Source: an optimization exercise on an open RTL-to-GDS flow (aim: small area). Production flows keep margins and buffers that such runs may drop. Function was checked by simulation only, so behaviour that the tests miss may differ from the original. Power and IR drop assume default switching activity. No driver is modelled on the clock port, so clocking that relies on it looks cheaper here than on a real chip.

<file path="flow/run.sh">
#!/bin/bash
# The standard layout (the standard.sh, standard synthesis unchanged) with
# two different arguments: the clock tree is built from clkbuf_16 clusters of
# at most 28 flip-flops without dummy loads, and the port buffers are buf_1
# cells.
set -euo pipefail
export CTS_ARGS="-sink_clustering_enable -repair_clock_nets -dont_use_dummy_load -sink_buffer_max_cap_derate 1.0 -buf_list sky130_fd_sc_hd__clkbuf_16 -sink_clustering_size 28 -sink_clustering_max_diameter 100"
export BUFFER_PORTS_ARGS="-buffer_cell sky130_fd_sc_hd__buf_1"
bash standard.sh > standard.log 2>&1
</file>
<file path="standard.sh">
#!/bin/bash
# synth_recipe.tcl (not shown) runs the flow's synth.tcl, then flattens the netlist and writes it again
# the make line also repeats each setting of config.mk as NAME=value (left out here)
make -C /OpenROAD-flow-scripts/flow DESIGN_CONFIG=/design/flow/config.mk WORK_HOME=/design/flow/orfs CLKGATE_MAP_FILE= SYNTH_SCRIPT=/design/flow/synth_recipe.tcl "${@:-finish}"
</file>
<file path="config.mk">
export PLATFORM = sky130hd
export DESIGN_NAME = icache_sa
export DESIGN_NICKNAME = icache_sa
export VERILOG_FILES = /design/flow/design.v
export SDC_FILE = /design/flow/constraint.sdc
export NUM_CORES = 4
export LEC_CHECK = 0
export CAP_MARGIN = 20
export CORE_MARGIN = 2
export CORE_UTILIZATION = 70
export PLACE_DENSITY = 0.8
export SETUP_SLACK_MARGIN = 0.1
export SLEW_MARGIN = 20
export SYNTH_HIERARCHICAL = 1
</file>
<file path="constraint.sdc">
create_clock -name core_clock -period 6.0 [get_ports {clk}]
set_input_delay 1.2000 -clock core_clock [delete_from_list [all_inputs] [get_ports {clk}]]
set_output_delay 1.2000 -clock core_clock [all_outputs]
set_load 0.01 [all_outputs]
</file>
<file path="design.v">
package icache_pkg;
   localparam logic [1:0] S_IDLE = 2'd0;
   localparam logic [1:0] S_MISS = 2'd1;
   localparam logic [1:0] S_RESP = 2'd2;
endpackage
import icache_pkg::*;
module icache_victim_sel
#(
   parameter int WAYS  = 2,
   parameter int WAY_W = (WAYS > 1) ? $clog2(WAYS) : 1
) (
   input  logic [WAYS-1:0]  valid_i,
   input  logic [WAY_W-1:0] ptr_i,
   output logic [WAY_W-1:0] way_o,
   output logic             evict_o
);
   always_comb begin
      way_o   = ptr_i;
      evict_o = 1'b1;
      for (int w = WAYS - 1; w >= 0; w--) begin
         if (!valid_i[w]) begin
            way_o   = WAY_W'(w);
            evict_o = 1'b0;
         end
      end
      if (WAYS == 1) way_o = '0;
   end
endmodule
import icache_pkg::*;
module icache_sa
#(
   parameter int ADDR_W     = 32,
   parameter int LINE_BYTES = 16,
   parameter int SETS       = 4,
   parameter int WAYS       = 4,
   parameter int CNT_W      = 16
) (
   input  logic                                clk,
   input  logic                                reset,
   input  logic                                flush_i,
   input  logic                                cpu_req,
   input  logic [ADDR_W-1:0]                   cpu_addr,
   output logic [31:0]                         cpu_rdata,
   output logic                                cpu_valid,
   output logic                                cpu_stall,
   output logic                                mem_req,
   output logic [ADDR_W-$clog2(LINE_BYTES)-1:0] mem_addr,
   input  logic [LINE_BYTES*8-1:0]             mem_rdata,
   input  logic                                mem_ready,
   output logic [CNT_W-1:0]                    hit_cnt_o,
   output logic [CNT_W-1:0]                    miss_cnt_o
);
   localparam int OFF_W  = $clog2(LINE_BYTES);
   localparam int IDX_W  = $clog2(SETS);
   localparam int TAG_W  = ADDR_W - OFF_W - IDX_W;
   localparam int WAY_W  = (WAYS > 1) ? $clog2(WAYS) : 1;
   localparam int WPL    = LINE_BYTES / 4;
   localparam int WS_W   = (WPL > 1) ? $clog2(WPL) : 1;
   localparam int LINE_W = LINE_BYTES * 8;
   localparam int LINES  = SETS * WAYS;
   localparam int LN_W   = IDX_W + WAY_W;
   localparam int NPAIR  = WAYS / 2;             
   localparam logic [WAYS-1:0] EVEN = {(WAYS/2){2'b01}};    
   localparam int NW     = LINES * WPL + WPL;    
   localparam int NG3    = NW / 3;               
   localparam int NG     = NG3 + NW % 3;         
   localparam int NP     = (NG + 3) / 4;         
   logic [IDX_W-1:0] a_idx;
   logic [TAG_W-1:0] a_tag;
   logic [WS_W-1:0]  a_ws;
   assign a_idx = cpu_addr[OFF_W +: IDX_W];
   assign a_tag = cpu_addr[ADDR_W-1 -: TAG_W];
   assign a_ws  = WS_W'(cpu_addr[OFF_W-1:0] >> 2);
   logic [LINES-1:0]           valid_q;
   logic [SETS-1:0][WAY_W-1:0] ptr_q;
   logic [TAG_W-1:0]           tags_q [LINES];
   logic [LINE_W-1:0]          data_q [LINES];
   logic [1:0]                 ph_q;
   logic                       rot;        
   logic                       wpol;       
   assign rot     = ph_q[0];
   assign wpol    = !(ph_q[1] ^ ph_q[0]);
   logic                       pend_q;     
   logic [LINE_W-1:0]          stg_q;
   logic             miss_q, resp_q, drop_q, cvalid_q;
   logic [LINES-1:0] rline_q;    
   logic             rstg_q;     
   logic             rpol_q;     
   logic [WPL-1:0]   rws_q;      
   logic [CNT_W-1:0] hit_cnt_q, miss_cnt_q;
   logic [IDX_W-1:0] lat_idx_q;
   logic [TAG_W-1:0] lat_tag_q;
   logic [WS_W-1:0]  lat_ws_q;
   logic [WAY_W-1:0] vic_way_q;
   logic             evict_q;
   logic [SETS-1:0] set_oh;
   always_comb begin
      for (int s = 0; s < SETS; s++) set_oh[s] = (a_idx == IDX_W'(s));
   end
   logic [WAYS-1:0] match;
   for (genvar w = 0; w < WAYS; w++) begin : g_way
      logic [TAG_W-1:0] mm;      
      logic [SETS-1:0]  vs;
      logic [SETS-1:0]  sel;     
      icache_dec #(.W(IDX_W)) u_dec (.a(a_idx), .y(sel));
      for (genvar b = 0; b < TAG_W; b++) begin : g_bit
         logic [SETS-1:0] t;
         for (genvar s = 0; s < SETS; s++) begin : g_set
            assign t[s] = tags_q[s*WAYS + w][b];
         end
         icache_tag_bit #(.SETS(SETS)) u_bit (.t(t), .sel(sel), .a(a_tag[b]), .mm(mm[b]));
      end
      for (genvar s = 0; s < SETS; s++) begin : g_vs
         assign vs[s] = rot ? valid_q[s*WAYS + (w ^ 1)] : valid_q[s*WAYS + w];
      end
      icache_match #(.N(TAG_W), .SETS(SETS)) u_match (
         .mm(mm), .v(vs), .sel(sel), .match(match[w]));
   end
   logic hit;
   assign hit = |match;
   logic [WAY_W-1:0] vic_way;
   logic             evict;
   logic [TAG_W-1:0]  tag_e_d  [SETS*NPAIR];
   logic [LINE_W-1:0] data_e_d [SETS*NPAIR];
   icache_victim_sel #(.WAYS(WAYS), .WAY_W(WAY_W)) u_vsel (
      .valid_i (valid_q[a_idx*WAYS +: WAYS]),
      .ptr_i   (ptr_q[a_idx]),
      .way_o   (vic_way),
      .evict_o (evict)
   );
   logic idle, accept, do_hit, do_miss, install;
   assign idle    = !miss_q && !resp_q;
   assign accept  = idle && cpu_req && !flush_i;
   assign do_hit  = accept && hit;
   assign do_miss = accept && !hit;
   assign install = miss_q && mem_ready && !drop_q && !flush_i;
   always_ff @(posedge clk) begin
      if (reset) begin
         miss_q     <= 1'b0;
         resp_q     <= 1'b0;
         drop_q     <= 1'b0;
         cvalid_q   <= 1'b0;
         valid_q    <= '0;
         ptr_q      <= '0;
         hit_cnt_q  <= '0;
         miss_cnt_q <= '0;
      end else begin
         miss_q   <= do_miss || (miss_q && !mem_ready);
         resp_q   <= install;
         drop_q   <= miss_q && !mem_ready && (drop_q || flush_i);
         cvalid_q <= do_hit || install;
         if (do_hit && ~&hit_cnt_q) hit_cnt_q <= hit_cnt_q + 1'b1;
         if (do_miss && ~&miss_cnt_q) miss_cnt_q <= miss_cnt_q + 1'b1;
         if (flush_i) begin
            valid_q <= '0;
         end else if (install) begin
            valid_q[lat_idx_q*WAYS + vic_way_q] <= 1'b1;
            if (evict_q) ptr_q[lat_idx_q] <= vic_way_q + 1'b1;
         end
      end
   end
   logic              direct;
   logic [LINE_W-1:0] newdata;
   logic [SETS*NPAIR-1:0] wr;
   assign direct  = vic_way_q[0] ^ rot;
   assign newdata = (pend_q ? stg_q : mem_rdata) ^ {LINE_W{wpol}};
   always_comb begin
      for (int r = 0; r < SETS*NPAIR; r++)
         wr[r] = (lat_idx_q == IDX_W'(r / NPAIR)) && (vic_way_q[WAY_W-1:1] == (WAY_W-1)'(r % NPAIR))
                 && ((install && direct) || pend_q);
   end
   always_ff @(posedge clk) begin
      if (reset) begin
         ph_q   <= '0;
         pend_q <= 1'b0;
      end else begin
         ph_q   <= ph_q + 1'b1;
         pend_q <= install && !direct;
      end
      stg_q <= mem_rdata;
   end
   for (genvar r = 0; r < SETS*NPAIR; r++) begin : g_pair
      for (genvar b = 0; b < TAG_W; b++) begin : g_tb
         icache_ao22 u_e (.a(tags_q[2*r+1][b]), .ea(!wr[r]), .b(lat_tag_q[b]), .eb(wr[r]),
                          .y(tag_e_d[r][b]));
      end
      for (genvar b = 0; b < LINE_W; b++) begin : g_db
         icache_oai22 u_e (.a(data_q[2*r+1][b]), .b(wr[r]), .c(newdata[b]), .d(!wr[r]),
                           .y(data_e_d[r][b]));
      end
   end
   always_ff @(posedge clk) begin
      for (int r = 0; r < SETS*NPAIR; r++) begin
         tags_q[2*r]   <= tag_e_d[r];
         tags_q[2*r+1] <= tags_q[2*r];
         data_q[2*r]   <= data_e_d[r];
         data_q[2*r+1] <= data_q[2*r];
      end
   end
   always_ff @(posedge clk) begin
      if (idle) begin
         lat_idx_q <= a_idx;
         lat_tag_q <= a_tag;
         lat_ws_q  <= a_ws;
         vic_way_q <= vic_way;
         evict_q   <= evict;
      end
   end
   always_ff @(posedge clk) begin
      for (int l = 0; l < LINES; l++)
         rline_q[l] <= !miss_q && set_oh[l / WAYS] && match[(l % WAYS) ^ 1];
      rstg_q <= miss_q;
      rpol_q <= !miss_q && (|(match & EVEN) ? ph_q[1] : ph_q[1] ^ ph_q[0]);
      for (int k = 0; k < WPL; k++)
         rws_q[k] <= ((miss_q ? lat_ws_q : a_ws) == WS_W'(k));
   end
   logic [1:0][NW-1:0] wsel;
   for (genvar h = 0; h < 2; h++) begin : g_half
      for (genvar i = 0; i < NW; i++) begin : g_ws
         icache_and2 u_and (.a(i < LINES*WPL ? rline_q[(i / WPL) % LINES] : rstg_q),
                            .b(rws_q[i % WPL]), .y(wsel[h][i]));
      end
   end
   for (genvar b = 0; b < 32; b++) begin : g_rd
      logic [NW-1:0] t;
      logic [NG-1:0] y;        
      logic [NP-1:0] p;        
      for (genvar i = 0; i < NW; i++) begin : g_t
         if (i < LINES*WPL) begin : g_slot
            assign t[i] = data_q[i / WPL][32*(i % WPL) + b];
         end else begin : g_stg
            assign t[i] = stg_q[32*(i % WPL) + b];
         end
      end
      for (genvar g = 0; g < NG; g++) begin : g_g
         localparam int N  = (g < NG3) ? 3 : 1;
         localparam int O  = (g < NG3) ? 3*g : 3*NG3 + (g - NG3);
         icache_aoi #(.N(N)) u_aoi (.d(t[O +: N]), .s(wsel[b / 16][O +: N]), .y(y[g]));
      end
      for (genvar q = 0; q < NP; q++) begin : g_p
         localparam int N = (4*q + 4 <= NG) ? 4 : NG - 4*q;
         icache_nand #(.N(N)) u_nand (.a(y[4*q +: N]), .y(p[q]));
      end
      icache_orx #(.N(NP)) u_or (.a(p), .x(rpol_q), .y(cpu_rdata[b]));
   end
   assign cpu_valid  = cvalid_q;
   assign cpu_stall  = !idle || (cpu_req && (flush_i || !hit));
   assign mem_req    = miss_q;
   assign mem_addr   = {lat_tag_q, lat_idx_q};
   assign hit_cnt_o  = hit_cnt_q;
   assign miss_cnt_o = miss_cnt_q;
endmodule
module icache_tag_bit #(parameter int SETS = 4) (
   input  logic [SETS-1:0] t,
   input  logic [SETS-1:0] sel,
   input  logic            a,
   output logic            mm
);
   localparam int NGR = (SETS + 2) / 3;
   logic [NGR-1:0] y;
   logic           ts;
   for (genvar g = 0; g < NGR; g++) begin : g_gr
      localparam int N = (3*g + 3 <= SETS) ? 3 : SETS - 3*g;
      icache_aoi #(.N(N)) u_aoi (.d(t[3*g +: N]), .s(sel[3*g +: N]), .y(y[g]));
   end
   icache_nand #(.N(NGR)) u_nand (.a(y), .y(ts));
   icache_xor u_xor (.a(a), .b(ts), .y(mm));
endmodule
module icache_dec #(parameter int W = 2) (
   input  logic [W-1:0]      a,
   output logic [(1<<W)-1:0] y
);
   always_comb begin
      for (int i = 0; i < (1 << W); i++) y[i] = (a == W'(i));
   end
endmodule
module icache_ao22 (
   input  logic a,
   input  logic ea,
   input  logic b,
   input  logic eb,
   output logic y
);
   assign y = (a & ea) | (b & eb);
endmodule
module icache_oai22 (
   input  logic a,
   input  logic b,
   input  logic c,
   input  logic d,
   output logic y
);
   assign y = !((a | b) & (c | d));
endmodule
module icache_and2 (
   input  logic a,
   input  logic b,
   output logic y
);
   assign y = a & b;
endmodule
module icache_xor (
   input  logic a,
   input  logic b,
   output logic y
);
   assign y = a ^ b;
endmodule
module icache_match #(parameter int N = 26, parameter int SETS = 4) (
   input  logic [N-1:0]    mm,
   input  logic [SETS-1:0] v,
   input  logic [SETS-1:0] sel,
   output logic            match
);
   assign match = |(v & sel) && !(|mm);
endmodule
module icache_aoi #(parameter int N = 3) (
   input  logic [N-1:0] d,
   input  logic [N-1:0] s,
   output logic         y
);
   assign y = ~|(d & s);
endmodule
module icache_nand #(parameter int N = 4) (
   input  logic [N-1:0] a,
   output logic         y
);
   assign y = ~&a;
endmodule
module icache_orx #(parameter int N = 6) (
   input  logic [N-1:0] a,
   input  logic         x,
   output logic         y
);
   assign y = (|a) ^ x;
endmodule
</file>
==> flow_summary.ini, run 1 <==
[routing]
drc = 0
drtIter0Drc = 13700
wl_per_cell_um = 34.2
ant_nets = 0
routed_wl_um = 287000
vias = 65700
routed_via_density = 7.84
firstDrtPassIters = 14

[placement]
dpl_cell_area_um2 = 86000
pre_cts_slack_ns = 0.443
placedCellCount = 8262
place.gp.congestion = 0.950
portBuffers = 257
post-dp-hpwl_um = 170000

[global_routing]
antenna_found_initial = 14
grt_first_pass_wirelength_um = 411000
grt_overflow = 0
grt_start_max_net_pins = 129
grt.total_usage_pct = 46.5
grt_pass1_vias = 63700

[layout]
layout.nets = 7024
final_cells = 8380
final_common_cell = dfxtp_1
postLayoutCellArea_um2 = 88800
fill_cells = 7476
drive_above_1_share_pct = 6.65
layout_common_cells = dfxtp_1, o22ai_1, a222oi_1
area.growth.synth_to_final_pct = 9.15

[critical_path]
cpPeakStageDelay_ns = 0.54
worstSetupEndpointType = primary output
crit_chain = buf_1, buf_12, and2b_2, a222oi_1, nand2_1, xor2_1, nor4_1, nand3_1, nor3_1, nor4_1, o21ai_0, nand2_1, buf_1
start_kind = input pin
worst-path-max-fanout = 30
ff2ff_setup_slack_ns = 1.71
slowest_stage = nor4_1
cp_data_arrival_time_ns = 4.44
reg2reg_to = data_q[2][48]
required_ns = 4.80
r2r_start = miss_q
ff2ff_path_depth = 8
crit_type = in -> out

[timing]
max_freq_ghz = 0.177
maxSlewHeadroom_pct = 13.0
finalSetupTns_ns = 0
fin_ws_ns = 0.361
worst_clock_skew_ns = 0.0458
fin_crit_sh_pct = 94.0
finalSetupViolations = 0
hold_ws_ns = 0.332
period_needed_ns = 5.64
rsz0062_at_grt = false
slew_violations = 0
max_slew.worst_pin.slew_ns = 1.30
hold_violations = 0

[clock_tree]
cts_resized = 0
clk_pin_slew_ns = 0.10
insertion_delay_ns = 0.77
numCtsBuffers = 106
clockBufferDepth = 3
htreeDepth = 3
hold_buffers = 0
clock_sinks = 2710
cts_tree = built
postCtsSetupBuffers = 0
cts_root_buf = clkbuf_16

[pwr]
leakagePower_nw = 34.6
p_per_area_nw_per_um2 = 346
p_sw_mw = 7.54
peakVddDrop_v = 0.000248
internal_power_mw = 23.2
power.share.clock_pct = 27.4
seqPwrFrac_pct = 65.2
sw_frac_of_total_pct = 24.5
comb_power_share_pct = 7.4

[min_path]
hp-start = data_q[0][99]
whs_endpoint = data_q[1][99]
hold_path_depth = 0
hp-class = reg -> reg

[synth]
synth_edf_count = 33
synth-seq-cells = 2710
netlist_area_um2 = 81300
ys.flop_type = dfxtp_1
yosysWarnings = 15
syn-num-nets = 6495
synth_area_per_cell_um2 = 12.9
syn_inst = 6317
synth_cell_types = 63
yosysSeqAreaShare_pct = 67.1
synthArstFlopShare_pct = 0

[die]
pin_count = 260
dieArea_um2 = 119000
die_w_um = 345
fp.dieH_um = 345
num_rows = 125
coreArea_um2 = 116000
start_util_pct = 70.3

[status]
status = no timing/DRC/antenna violations

[run]
maxCapViolCount = 0
-- worst max-delay path: cells and delay by family --
family,cells,cell delay (ns)
simple gates,7,1.99
compound gates,2,0.57
buf+inv,3,0.47
xor+xnor,1,0.17
-- modules after synthesis (local to each module, per instance), a selection --
module | cell area (µm²) | cells inside | copies in the design
icache_ao22 | 8.76 | 1 | 208
icache_xor | 8.76 | 1 | 104
icache_and2 | 6.26 | 1 | 136
icache_oai22 | 6.26 | 1 | 1024
icache_sa | 59600 | 3406 | 1
-- stage by stage --
| stage | total power, mW | utilization, % |
|---|---|---|
| floorplan | 21.5 | - |
| global placement | 22.5 | 74.3 |
| detailed placement | 22.6 | 74.3 |
| CTS | 30.5 | 76.6 |
| global route | 31.5 | 76.7 |
| finish | 30.8 | 76.7 |
-- routing by layer --
layer,track usage (%),share of wire [%],vias up
met2,66.6,41,5568
met5,2.00,0.16,-
met3,16.8,15,1473
met1,58.9,35,31600
li1,-,-,27000
met4,31.0,8.5,18
-- synthesized netlist by cell type (33+ instances only) --
| cell type | instances | share of area, % |
|---|---|---|
| mux2i_1 | 129 | 1.6 |
| dfxtp_1 | 2677 | 66 |
| a222oi_1 | 808 | 9.9 |
| nor2_1 | 63 | 0.29 |
| nand2_1 | 316 | 1.5 |
| or4_1 | 44 | 0.41 |
| and2_1 | 145 | 1.1 |
| o22ai_1 | 1026 | 7.9 |
| clkbuf_1 | 35 | 0.16 |
| xor2_1 | 106 | 1.1 |
| xnor2_1 | 162 | 1.7 |
| nand4_1 | 216 | 1.7 |
| a22o_1 | 212 | 2.3 |
| edfxtp_1 | 33 | 1.2 |
-- registers in the layout (all words and copies together) (netlist names), 2 cells and up --
register	cells
miss_cnt_q	16
ph_q	2
ptr_q	8
valid_q	16
lat_idx_q	2
tags_q	416
lat_ws_q	2
rline_q	16
rws_q	4
hit_cnt_q	16
data_q	2048
stg_q	128
lat_tag_q	26
vic_way_q	2
-- layout make-up --
| type | instances | area (µm²) | share of cell area [%] |
|---|---|---|---|
| Sequential cell | 2710 | 54600 | 61.5 |
| Multi-Input combinational cell | 3533 | 26700 | 30.1 |
| Timing Repair Buffer | 471 | 2800 | 3.15 |
| Clock buffer | 106 | 2650 | 2.99 |
| Tap cell | 1524 | 1910 | 2.15 |
| Inverter | 24 | 90.1 | 0.102 |
| Antenna cell | 12 | 30.0 | 0.0338 |
-- cells by family (layout without fill, tap and decap cells) --
| group | after synthesis | after routing | synth area share, % |
|---|---|---|---|
| flip-flops | 2710 | 2710 | 67.1 |
| AO/OA/AOI/OAI | 2137 | 2137 | 20.9 |
| AND/OR/NAND/NOR | 958 | 958 | 6.52 |
| XOR/XNOR | 268 | 268 | 2.89 |
| multiplexers | 157 | 157 | 2.06 |
| buffers and inverters | 74 | 601 | 0.345 |
| adder cells (fa/ha/maj) | 13 | 13 | 0.200 |
| other | 0 | 12 | 0 |
-- worst max path at each step --
stage | cells past startpoint | startpoint | end | slack, ns
after CTS | 13 | cpu_addr[4] | cpu_stall | 0.48
after detailed placement | 15 | cpu_addr[4] | hit_cnt_q[4] | 0.44
after global routing | 14 | cpu_addr[4] | cpu_stall | 0.27
after floorplan | 5 | flush_i | data_q[12][0] | 0.57
final | 13 | cpu_addr[4] | cpu_stall | 0.36
after global placement | 13 | cpu_addr[4] | cpu_stall | 0.49
-- power by group through the flow --
stage / Clock (mW) / Combinational [mW] / Sequential, mW
after CTS: 8.34 / 2.17 / 20.0
after floorplan: 0 / 1.33 / 20.1
after global placement: 0 / 2.10 / 20.4
final: 8.41 / 2.28 / 20.1
after global routing: 8.96 / 2.33 / 20.2
after detailed placement: 0 / 2.15 / 20.4
==> run 2, diff against run 1 <==
--- a/config.mk
+++ b/config.mk
@@ -10,2 +10,3 @@
 export CORE_UTILIZATION = 70
+export GPL_TIMING_DRIVEN = 0
 export PLACE_DENSITY = 0.8
==> run 2 against run 1 <==
Compared with the run above:
- global-route usage increased by 1.2 points
- sequential share of layout area shrank 0.078 points
- sequential power about the same
- routed wire length is 3.0% higher
- worst hold slack lost 0.0023 ns
- first-iteration DRC count up 6.7%
- sequential cell count unchanged
- utilization rose by 0.092 points
- via count grew 2.1%
- largest cell class unchanged
==> flow_summary.ini, run 2 <==
[placement]
post-dp-hpwl_um = 175000
placedCellCount = 8158
portBuffers = 257
place.gp.congestion = 0.931

[clock_tree]
insertion_delay_ns = 0.77
numCtsBuffers = 106
htreeDepth = 3
cts_tree = built
hold_buffers = 0
clockBufferDepth = 3
cts_root_buf = clkbuf_16
clock_sinks = 2710
clk_pin_slew_ns = 0.10

[status]
status = no timing/DRC/antenna violations

[synth]
synth_area_per_cell_um2 = 12.9
yosysWarnings = 15
ys.flop_type = dfxtp_1
syn_inst = 6317
netlist_area_um2 = 81300
synth-seq-cells = 2710
synth_area_leaders = dfxtp_1, a222oi_1, o22ai_1
yosysSeqAreaShare_pct = 67.1
syn-num-nets = 6495
synth_cell_types = 63
synth_edf_count = 33
synthMostInstantiatedCell = dfxtp_1
synthArstFlopShare_pct = 0
synth_top_area_cell = dfxtp_1
synth_top_area_share_pct = 65.9
yosys-top-cells-count = dfxtp_1, o22ai_1, a222oi_1

[layout]
final_cells = 8295
area.growth.synth_to_final_pct = 9.28
drive_above_1_share_pct = 6.76
top_regs = data_q: 2048 flops, tags_q: 416 flops, stg_q: 128 flops
largest_register_ffs = 2048
regMostFlops = data_q
final_common_cell = dfxtp_1
layout.nets = 6924
layout_common_cells = dfxtp_1, o22ai_1, a222oi_1

[routing]
wl_met3_um = 50400
routed_via_density = 8.09
drtIter0Drc = 14600
wl_met2_um = 118000
drc = 0
ant_nets = 0
wl_per_cell_um = 35.6
vias = 67100
routed_wl_um = 295000
firstDrtPassIters = 13
top_layer = met5
wl_met1_um = 101000

[die]
coreArea_um2 = 116000
fp.dieH_um = 345
pin_count = 260
start_util_pct = 70.3
die_w_um = 345
dieArea_um2 = 119000
num_rows = 125

[pwr]
p_per_area_nw_per_um2 = 347
comb_power_share_pct = 7.7
internal_power_mw = 23.2
p_sw_mw = 7.62
peakVddDrop_v = 0.000311
leakagePower_nw = 34.3
sw_frac_of_total_pct = 24.7
power.share.clock_pct = 27.4
finalPower_mw = 30.8
seqPwrFrac_pct = 64.9

[timing]
worst_clock_skew_ns = 0.0431
finalSetupViolations = 0
hold_ws_ns = 0.330
fin_crit_sh_pct = 98.0
max_slew.worst_pin.slew_ns = 1.37
max_freq_ghz = 0.170
hold_violations = 0
rsz0062_at_grt = false
period_needed_ns = 5.88
maxSlewHeadroom_pct = 8.56
slew_violations = 0

[critical_path]
required_ns = 4.80
worst-path-max-fanout = 27
start_kind = input pin
crit_type = in -> out
worstSetupEndpointType = primary output
cp_data_arrival_time_ns = 4.68

[global_routing]
grt_pass1_vias = 64200
grt_start_max_net_pins = 61
grt.total_usage_pct = 47.7
grt_first_pass_wirelength_um = 418000
grt_overflow = 0
antenna_found_initial = 21

[min_path]
hp-class = reg -> reg

[run]
maxCapViolCount = 0
run 2: layer usage:
layer | up-vias | global-route usage [%]
li1 | 26900 | -
met1 | 32200 | 60.6
met2 | 6354 | 66.0
met3 | 1582 | 19.9
met4 | 16 | 32.3
met5 | - | 1.28
run 2: kinds of logic after synthesis:
logic type | synth area share (%)
compound gates | 20.9
xor+xnor | 2.89
fa+ha+maj | 0.200
buf+inv | 0.345
flops | 67.1
mux | 2.06
simple gates | 6.52
run 2: power by group through the flow:
stage / clock [mW] / combinational, mW / sequential [mW]
floorplan: 0 / 1.33 / 20.1
global placement: 0 / 2.14 / 20.3
detailed placement: 0 / 2.24 / 20.4
CTS: 8.38 / 2.25 / 20.0
global route: 8.98 / 2.41 / 20.1
finish: 8.44 / 2.38 / 20.0
run 2: per-module statistics from Yosys, one instance, submodules excluded, excerpt:
| module | flip-flops and latches | cell area [µm²] |
|---|---|---|
| icache_oai22 | 0 | 6.26 |
| icache_ao22 | 0 | 8.76 |
| icache_xor | 0 | 8.76 |
| icache_and2 | 0 | 6.26 |
| icache_sa | 2710 | 59600 |
run 2: final cells by class:
cell class	instances	area, µm²
plain buffers	50	223
clock buffers	106	2650
multi-input cells	3533	26900
repair buffers	321	2470
diodes	27	67.6
flip-flops and latches	2710	54600
fillers	7476	26900
well taps	1524	1910
inverters	24	90.1
run 2: worst max-delay path, stage by stage:
cell and delay [ns]:
buf_4 0.33, and2_2 0.79, nand2_1 0.10, nand2_1 0.11, xor2_1 0.09, nor4_2 0.56, nand4_1 0.33, nor3_2 0.54
nor4_2 0.19, o21ai_0 0.19, nand2_1 0.09, buf_1 0.14
run 2: path summary, 6_finish.rpt:
path	cells past startpoint	start	endpoint	slack (ns)
worst max-delay path	12	cpu_addr[5]	cpu_stall	0.12
worst min-delay path	0	data_q[4][16]	data_q[5][16]	0.33
worst max register to register	11	ph_q[0]	miss_cnt_q[9]	1.40
worst min register to register	0	data_q[4][16]	data_q[5][16]	0.33
run 2: metrics by stage:
stage	cell area, µm²	util, %	setup slack [ns]	setup TNS, ns
after floorplan	81300	-	0.570	0
after global placement	84200	72.7	-3.53	-3928.23
after detailed placement	86000	74.3	-0.845	-11.33
after CTS	88700	76.6	0.219	0
after global routing	88800	76.7	0.107	0
final	88900	76.8	0.119	0
run 2: repair_timing:
action,in CTS,in global routing
setup endpoints to repair,2,1
gates cloned,0,0
gates resized for setup,15,3
setup buffers,0,1
==> run 3, diff against run 2 <==
--- a/design.v
+++ b/design.v
@@ -216,4 +216,4 @@
    end
-   logic [1:0][NW-1:0] wsel;
-   for (genvar h = 0; h < 2; h++) begin : g_half
+   logic [3:0][NW-1:0] wsel;
+   for (genvar h = 0; h < 4; h++) begin : g_half
       for (genvar i = 0; i < NW; i++) begin : g_ws
@@ -237,3 +237,3 @@
          localparam int O  = (g < NG3) ? 3*g : 3*NG3 + (g - NG3);
-         icache_aoi #(.N(N)) u_aoi (.d(t[O +: N]), .s(wsel[b / 16][O +: N]), .y(y[g]));
+         icache_aoi #(.N(N)) u_aoi (.d(t[O +: N]), .s(wsel[b / 8][O +: N]), .y(y[g]));
       end
--- a/config.mk
+++ b/config.mk
@@ -10,3 +10,2 @@
 export CORE_UTILIZATION = 70
-export GPL_TIMING_DRIVEN = 0
 export PLACE_DENSITY = 0.8
==> run 3 against run 2 <==
Compared with the run above:
- cell count increased by 1.7%
- sequential cell count unchanged
- clock skew decreased by 0.0076 ns
- total power increased by 1.9%
- register-to-register slack improved by 0.51 ns
- worst setup slack improved by 0.096 ns
- synthesized cell count increased by 2.2%
- routed wire length decreased by 8.9%
- area after synthesis increased by 1.0%
==> flow_summary.ini, run 3 <==
[min_path]
hp-class = reg -> reg
hp-start = data_q[6][67]
hold_path_depth = 0
whs_endpoint = data_q[7][67]

[clock_tree]
insertion_delay_ns = 0.75
hold_buffers = 0
clk_pin_slew_ns = 0.10
cts_root_buf = clkbuf_16
numCtsBuffers = 106
htreeDepth = 3
clockBufferDepth = 3
clock_sinks = 2710
cts_tree = built

[die]
pin_count = 260
coreArea_um2 = 116000
fp.dieH_um = 347
dieArea_um2 = 120000
die_w_um = 347
num_rows = 125
start_util_pct = 70.6

[synth]
synthArstFlopShare_pct = 0
syn_inst = 6453
netlist_area_um2 = 82200
synth_top_area_cell = dfxtp_1
synth_cell_types = 63
ys.flop_type = dfxtp_1
synthMostInstantiatedCell = dfxtp_1
yosysSeqAreaShare_pct = 66.4
syn-num-nets = 6631
synth-seq-cells = 2710
synth_edf_count = 33
yosys-top-cells-count = dfxtp_1, o22ai_1, a222oi_1
synth_area_leaders = dfxtp_1, a222oi_1, o22ai_1
synth_area_per_cell_um2 = 12.7
synth_top_area_share_pct = 65.2
yosysWarnings = 15

[layout]
layout.nets = 7078
final_util_pct = 76.9
layout_common_cells = dfxtp_1, o22ai_1, a222oi_1
largest_register_ffs = 2048
final_common_cell = dfxtp_1
area.growth.synth_to_final_pct = 8.91
top_regs = data_q: 2048 flops, tags_q: 416 flops, stg_q: 128 flops
regMostFlops = data_q
drive_above_1_share_pct = 6.31
fill_cells = 7582

[run]
maxCapViolCount = 0

[timing]
slew_violations = 0
period_needed_ns = 5.79
finalSetupViolations = 0
rsz0062_at_grt = false
worst_clock_skew_ns = 0.0355
finalSetupTns_ns = 0
maxSlewHeadroom_pct = 15.6
max_freq_ghz = 0.173
max_slew.worst_pin.slew_ns = 1.26
fin_crit_sh_pct = 96.4
hold_violations = 0

[pwr]
internal_power_mw = 23.4
power.share.clock_pct = 26.7
p_sw_mw = 8.06
comb_power_share_pct = 9.5
leakagePower_nw = 34.9
peakVddDrop_v = 0.000307
p_per_area_nw_per_um2 = 351
sw_frac_of_total_pct = 25.6
seqPwrFrac_pct = 63.8

[routing]
drc = 0
routed_wl_um = 269000
wl_per_cell_um = 31.9
drtIter0Drc = 12300
routed_via_density = 7.69
vias = 64900
firstDrtPassIters = 14
ant_nets = 0

[global_routing]
grt_start_max_net_pins = 122
grt.total_usage_pct = 42.9
grt_overflow = 0
antenna_found_initial = 12
grt_pass1_vias = 63000
grt_first_pass_wirelength_um = 395000

[critical_path]
ff2ff_path_depth = 9
cp_data_arrival_time_ns = 4.59
worst-path-max-fanout = 30
worstSetupEndpointType = primary output
required_ns = 4.80
ff2ff_setup_slack_ns = 1.91
cpPeakStageDelay_ns = 0.63
r2r_start = ph_q[0]
crit_chain = buf_1, buf_12, and2b_2, a222oi_1, nand2_1, xor2_1, nor2_1, nand4_1, nor3_1, buf_4, nor4_1, o21ai_0, nand2_1, buf_1
crit_type = in -> out
start_kind = input pin
slowest_stage = nor4_1
reg2reg_to = miss_cnt_q[7]

[status]
status = no timing/DRC/antenna violations

[placement]
portBuffers = 257
post-dp-hpwl_um = 174000
place.gp.congestion = 0.952
-- run 3: cell types whose count changed after synthesis, sizes merged --
| cell | previous run | this run |
|---|---|---|
| and2 | 149 | 285 |
-- run 3: critical path: cells and delay by family --
kind | cells | cell delay (ns)
AOI/OAI and AO/OA | 2 | 0.67
buffers and inverters | 4 | 0.67
and+or+nand+nor | 7 | 1.80
xor gates and xnor gates | 1 | 0.21
-- run 3: final cells by class --
cell class | count | area, µm² | area share (%)
well taps | 1524 | 1910 | 2.13
flip-flops and latches | 2710 | 54600 | 61.0
diodes | 13 | 32.5 | 0.0364
clock buffers | 106 | 2650 | 2.96
repair buffers | 389 | 2220 | 2.48
multi-input cells | 3669 | 28000 | 31.3
inverters | 24 | 90.1 | 0.101
-- run 3: per-stage QoR --
step | setup WS, ns | power [mW] | hold WS, ns | instances | area (µm²)
after floorplan | 0.570 | 21.5 | 0.330 | 6453 | 82200
after global placement | 0.249 | 23.1 | 0.332 | 8315 | 86700
after detailed placement | 0.216 | 23.2 | 0.334 | 8315 | 86700
after CTS | 0.180 | 31.2 | 0.320 | 8421 | 89400
after global routing | 0.122 | 32.1 | 0.326 | 8428 | 89500
final | 0.214 | 31.4 | 0.323 | 8435 | 89500
-- run 3: how the worst max path moves through the flow --
stage                      startpoint       endpoint  slack (ns)
after global placement    cpu_addr[4]      cpu_stall        0.25
after floorplan               flush_i  data_q[12][0]        0.57
after CTS                 cpu_addr[4]      cpu_stall        0.18
after detailed placement  cpu_addr[4]      cpu_stall        0.22
after global routing      cpu_addr[4]      cpu_stall        0.12
final                     cpu_addr[4]      cpu_stall        0.21
-- run 3: Yosys stat by module, one instance, submodules excluded, excerpt --
module        flops+latches  cells inside  copies in the design
icache_sa              2710          3406                     1
icache_ao22               0             1                   208
icache_xor                0             1                   104
icache_and2               0             1                   272
icache_oai22              0             1                  1024
-- run 3: power groups by stage --
stage	Clock (mW)	Sequential, mW	Combinational [mW]
2_1_floorplan	0	20.2	1.33
3_3_place_gp	0	20.4	2.75
3_5_place_dp	0	20.4	2.79
4_1_cts	8.38	20.0	2.81
5_1_grt	8.99	20.2	2.96
6_report	8.41	20.1	2.97
-- run 3: repair_timing --
item | CTS | global route
setup endpoints to repair | 0 | 1
resized for setup | 0 | 5
buffers inserted | 0 | 0
-- run 3: kinds of logic (layout without fill, tap and decap cells) --
logic type	after synthesis	after routing	share of synthesized area [%]
DFF	2710	2710	66.4
AOI/OAI and AO/OA	2137	2137	20.6
and+or+nand+nor	1094	1094	7.49
xor gates and xnor gates	268	268	2.86
muxes	157	157	2.04
buffers and inverters	74	519	0.341
adders and majority gates	13	13	0.198
other	0	13	0
-- run 3: routing by layer --
metal | global-route usage [%] | share of wire [%]
met1 | 57.6 | 37
met2 | 63.6 | 43
met3 | 10.9 | 14
met4 | 24.2 | 6.9
met5 | 0 | 0.0056
==> run 4, diff against run 3 <==
--- a/design.v
+++ b/design.v
@@ -79,4 +79,7 @@
    logic                       rot;        
+   logic [1:0]                 spol;       
    logic                       wpol;       
    assign rot     = ph_q[0];
+   assign spol[0] = ph_q[1];
+   assign spol[1] = !(ph_q[1] ^ ph_q[0]);
    assign wpol    = !(ph_q[1] ^ ph_q[0]);
@@ -100,2 +103,5 @@
    logic [WAYS-1:0] match;
+   logic [1:0][TAG_W-1:0] a_pol;    
+   assign a_pol[0] = a_tag ^ {TAG_W{spol[0]}};
+   assign a_pol[1] = a_tag ^ {TAG_W{spol[1]}};
    for (genvar w = 0; w < WAYS; w++) begin : g_way
@@ -110,3 +116,3 @@
          end
-         icache_tag_bit #(.SETS(SETS)) u_bit (.t(t), .sel(sel), .a(a_tag[b]), .mm(mm[b]));
+         icache_tag_bit #(.SETS(SETS)) u_bit (.t(t), .sel(sel), .a(a_pol[w % 2][b]), .mm(mm[b]));
       end
@@ -183,4 +189,4 @@
       for (genvar b = 0; b < TAG_W; b++) begin : g_tb
-         icache_ao22 u_e (.a(tags_q[2*r+1][b]), .ea(!wr[r]), .b(lat_tag_q[b]), .eb(wr[r]),
-                          .y(tag_e_d[r][b]));
+         icache_oai22 u_e (.a(tags_q[2*r+1][b]), .b(wr[r]), .c(lat_tag_q[b] ^ wpol), .d(!wr[r]),
+                           .y(tag_e_d[r][b]));
       end
@@ -216,4 +222,4 @@
    end
-   logic [3:0][NW-1:0] wsel;
-   for (genvar h = 0; h < 4; h++) begin : g_half
+   logic [1:0][NW-1:0] wsel;
+   for (genvar h = 0; h < 2; h++) begin : g_half
       for (genvar i = 0; i < NW; i++) begin : g_ws
@@ -237,3 +243,3 @@
          localparam int O  = (g < NG3) ? 3*g : 3*NG3 + (g - NG3);
-         icache_aoi #(.N(N)) u_aoi (.d(t[O +: N]), .s(wsel[b / 8][O +: N]), .y(y[g]));
+         icache_aoi #(.N(N)) u_aoi (.d(t[O +: N]), .s(wsel[b / 16][O +: N]), .y(y[g]));
       end
@@ -276,11 +282,2 @@
 endmodule
-module icache_ao22 (
-   input  logic a,
-   input  logic ea,
-   input  logic b,
-   input  logic eb,
-   output logic y
-);
-   assign y = (a & ea) | (b & eb);
-endmodule
 module icache_oai22 (
--- a/config.mk
+++ b/config.mk
@@ -11,3 +11,2 @@
 export PLACE_DENSITY = 0.8
-export SETUP_SLACK_MARGIN = 0.1
 export SLEW_MARGIN = 20
==> run 4 against run 3 <==
Compared with the run above:
- still clean on timing, DRC and antenna
- cell count fell by 0.31%
- worst hold slack worse by 0.0050 ns
- synthesized cell count decreased by 1.5%
- first-iteration DRC count grew 8.4%
- critical path depth rose by 1
- non-clock buffer count grew 67
- clock skew rose by 0.013 ns
- clock power is essentially flat
- fmax fell by 1.4%
- worst setup slack got worse by 0.084 ns
- clock-buffer cell count did not move
- via count rose by 2.5%
- largest cell class unchanged
==> flow_summary.ini, run 4 <==
[critical_path]
start_kind = input pin
worst-path-max-fanout = 27
ff2ff_setup_slack_ns = 1.65
reg2reg_to = hit_cnt_q[15]
worstSetupEndpointType = primary output
r2r_start = ph_q[0]
crit_type = in -> out
ff2ff_path_depth = 12
required_ns = 4.80
cp_data_arrival_time_ns = 4.67

[synth]
synth_area_per_cell_um2 = 12.8
yosysWarnings = 15
synth_top_area_cell = dfxtp_1
netlist_area_um2 = 81500
synth_top_family_by_area = compound AO/OA/AOI/OAI gates
synth_area_leaders = dfxtp_1, a222oi_1, o22ai_1
synth-seq-cells = 2710
synthArstFlopShare_pct = 0
synth_compound_area_share_pct = 20.2
synth_edf_count = 33
synth_mux_area_share_pct = 2.07
synth_xor_area_share_pct = 3.73
synth_cell_types = 63
syn_inst = 6358
synth-simple-area-share_pct = 6.45
yosysSeqAreaShare_pct = 67.0
syn-num-nets = 6536
synth_top_area_share_pct = 65.8
yosys-top-cells-count = dfxtp_1, o22ai_1, a222oi_1
ys.flop_type = dfxtp_1
synth_fa_ha_area_share_pct = 0.200
synthMostInstantiatedCell = dfxtp_1

[global_routing]
grt_start_max_net_pins = 95
grt_first_pass_wirelength_um = 418000
grt_pass1_vias = 64900
grt.total_usage_pct = 46.7
antenna_found_initial = 19
grt_overflow = 0

[die]
pin_count = 260
start_util_pct = 70.3
fp.dieH_um = 345
coreArea_um2 = 116000
die_w_um = 345
dieArea_um2 = 119000
num_rows = 125

[timing]
period_needed_ns = 5.87
maxSlewHeadroom_pct = 6.75
fin_crit_sh_pct = 97.8
hold_ws_ns = 0.318
max_slew.worst_pin.slew_ns = 1.39
max_freq_ghz = 0.170
finalSetupViolations = 0
worst_clock_skew_ns = 0.0484
slew_violations = 0
hold_violations = 0
rsz0062_at_grt = false
finalSetupTns_ns = 0

[placement]
place.gp.congestion = 0.951
portBuffers = 257
post-dp-hpwl_um = 176000

[routing]
drtIter0Drc = 13300
routed_via_density = 7.91
vias = 66500
drc = 0
wl_per_cell_um = 34.6
routed_wl_um = 291000
firstDrtPassIters = 15
ant_nets = 0

[layout]
final_common_cell = dfxtp_1
multi_input_area_um2 = 26800
layout_common_cells = dfxtp_1, o22ai_1, a222oi_1
largest_register_ffs = 2048
area.growth.synth_to_final_pct = 8.93
layout.nets = 7045
seqCellArea_um2 = 54600
fill_cells = 7469
regMostFlops = data_q
drive_above_1_share_pct = 6.54
top_regs = data_q: 2048 flops, tags_q: 416 flops, stg_q: 128 flops

[clock_tree]
clockBufferDepth = 3
numCtsBuffers = 106
cts_root_buf = clkbuf_16
clock_sinks = 2710
htreeDepth = 3
cts_tree = built
insertion_delay_ns = 0.76
clk_pin_slew_ns = 0.10
postCtsSetupBuffers = 0

[pwr]
leakagePower_nw = 34.3
p_per_area_nw_per_um2 = 353
peakVddDrop_v = 0.000301

[min_path]
hold_path_depth = 0
whs_endpoint = data_q[1][93]
hp-start = data_q[0][93]
hp-class = reg -> reg

[run]
maxCapViolCount = 0

[status]
status = no timing/DRC/antenna violations
[run 4: changes by cell type after synthesis, sizes merged, moves of 10 or more]
| cell | delta |
|---|---|
| o21a | +10 |
| o22ai | +208 |
| and2 | -134 |
| a22o | -206 |
| xor2 | +79 |
| inv | -11 |
| nor2 | -23 |
[run 4: kinds of logic after synthesis]
kind of cell / count (synthesis)
compound gates: 2139
flops: 2710
buf+inv: 68
xor+xnor: 347
simple gates: 923
mux: 158
fa+ha+maj: 13
[run 4: worst max path at each step]
stage	start	end	slack, ns	cells past startpoint
6_report	cpu_addr[5]	cpu_stall	0.13	15
5_1_grt	cpu_addr[5]	cpu_stall	0.02	15
4_1_cts	cpu_addr[5]	cpu_stall	0.17	15
3_5_place_dp	cpu_addr[4]	cpu_stall	0.23	15
3_3_place_gp	cpu_addr[4]	cpu_stall	0.28	15
2_1_floorplan	flush_i	data_q[12][0]	0.98	5
[run 4: layout make-up]
class                   instances  area share [%]
multi-input cells            3580            30.2
well taps                    1524            2.15
inverters                      13          0.0550
clock buffers                 106            2.99
diodes                         20          0.0564
flip-flops and latches       2710            61.5
repair buffers                456            3.04
[run 4: repair_timing]
item | CTS | global route
resized for setup | 0 | 1
hold buffers | 0 | 0
setup endpoints to repair | 0 | 1
[run 4: through the flow]
| stage | cells | power [mW] | instance area (µm²) | util (%) | worst slack (ns) |
|---|---|---|---|---|---|
| 2_1_floorplan | 6358 | 21.9 | 81500 | - | 0.979 |
| 3_3_place_gp | 8279 | 23.0 | 85900 | 74.1 | 0.283 |
| 3_5_place_dp | 8280 | 23.1 | 86000 | 74.2 | 0.230 |
| 4_1_cts | 8386 | 31.1 | 88600 | 76.5 | 0.175 |
| 5_1_grt | 8393 | 32.1 | 88700 | 76.6 | 0.0207 |
| 6_report | 8409 | 31.3 | 88800 | 76.6 | 0.131 |
[run 4: per-module statistics from Yosys (local to each module, per instance), excerpt]
module        cell area, µm²  flip-flops and latches  cells  times used
icache_and2             6.26                       0      1         136
icache_sa              60300                    2710   3447           1
icache_oai22            6.26                       0      1        1232
icache_xor              8.76                       0      1         104
[run 4: report_power, final]
group          internal (mW)  switching (mW)
clock network           3.18            5.26
logic                  0.936            1.83
registers               19.3           0.791
total                   23.4            7.88
[run 4: worst max-delay path, cell delays in order]
cell and delay (ns):
buf_1 0.06, buf_4 0.26, buf_4 0.31, and2b_2 0.77, a222oi_1 0.21, nand2_1 0.14, xor2_1 0.08, nor4_2 0.47
nand4_1 0.28, nor3_1 0.26, buf_4 0.17, nor4_4 0.06, o21ai_0 0.14, nand2_1 0.09, buf_1 0.14
[run 4: routing by layer]
metal	global-route usage, %	vias to the layer above	part of all wire (%)	wire length [µm]
met2	64.5	5923	40	116000
li1	-	27200	-	-
met5	1.72	-	0.12	338
met1	60.3	32000	35	103000
met4	28.4	23	7.5	21900
met3	20.2	1395	17	50600

==> separate check: timing with driven ports <==
Ports are ideal in the flow. The routed layouts listed here were re-timed in OpenROAD.
Step 1 assumes that a clkbuf_16 drives the clock port and a buf_2 every other input.
Step 2 also shifts input and output timing later by t, the mid clock arrival at the registers, as if the neighbouring blocks saw the same clock.
Slacks: ideal ports / drivers / drivers and shift; pairs: ideal ports / drivers.
run | t (ns) | setup slack, ns | worst register clock-pin slew, ns
run 1 | 0.826 | 0.361 / 0.336 / 0.243 | 0.11 / 0.11
run 2 | 0.830 | 0.119 / 0.027 / -0.033 | 0.11 / 0.11
run 3 | 0.807 | 0.214 / 0.190 / 0.190 | 0.11 / 0.11
run 4 | 0.821 | 0.131 / 0.101 / 0.101 | 0.12 / 0.12
Met with ideal ports but missed after step 2: setup timing in run 2. For run 2, which loses most, drivers alone change the setup slack by -0.092 ns; drivers and shift together by -0.152 ns.
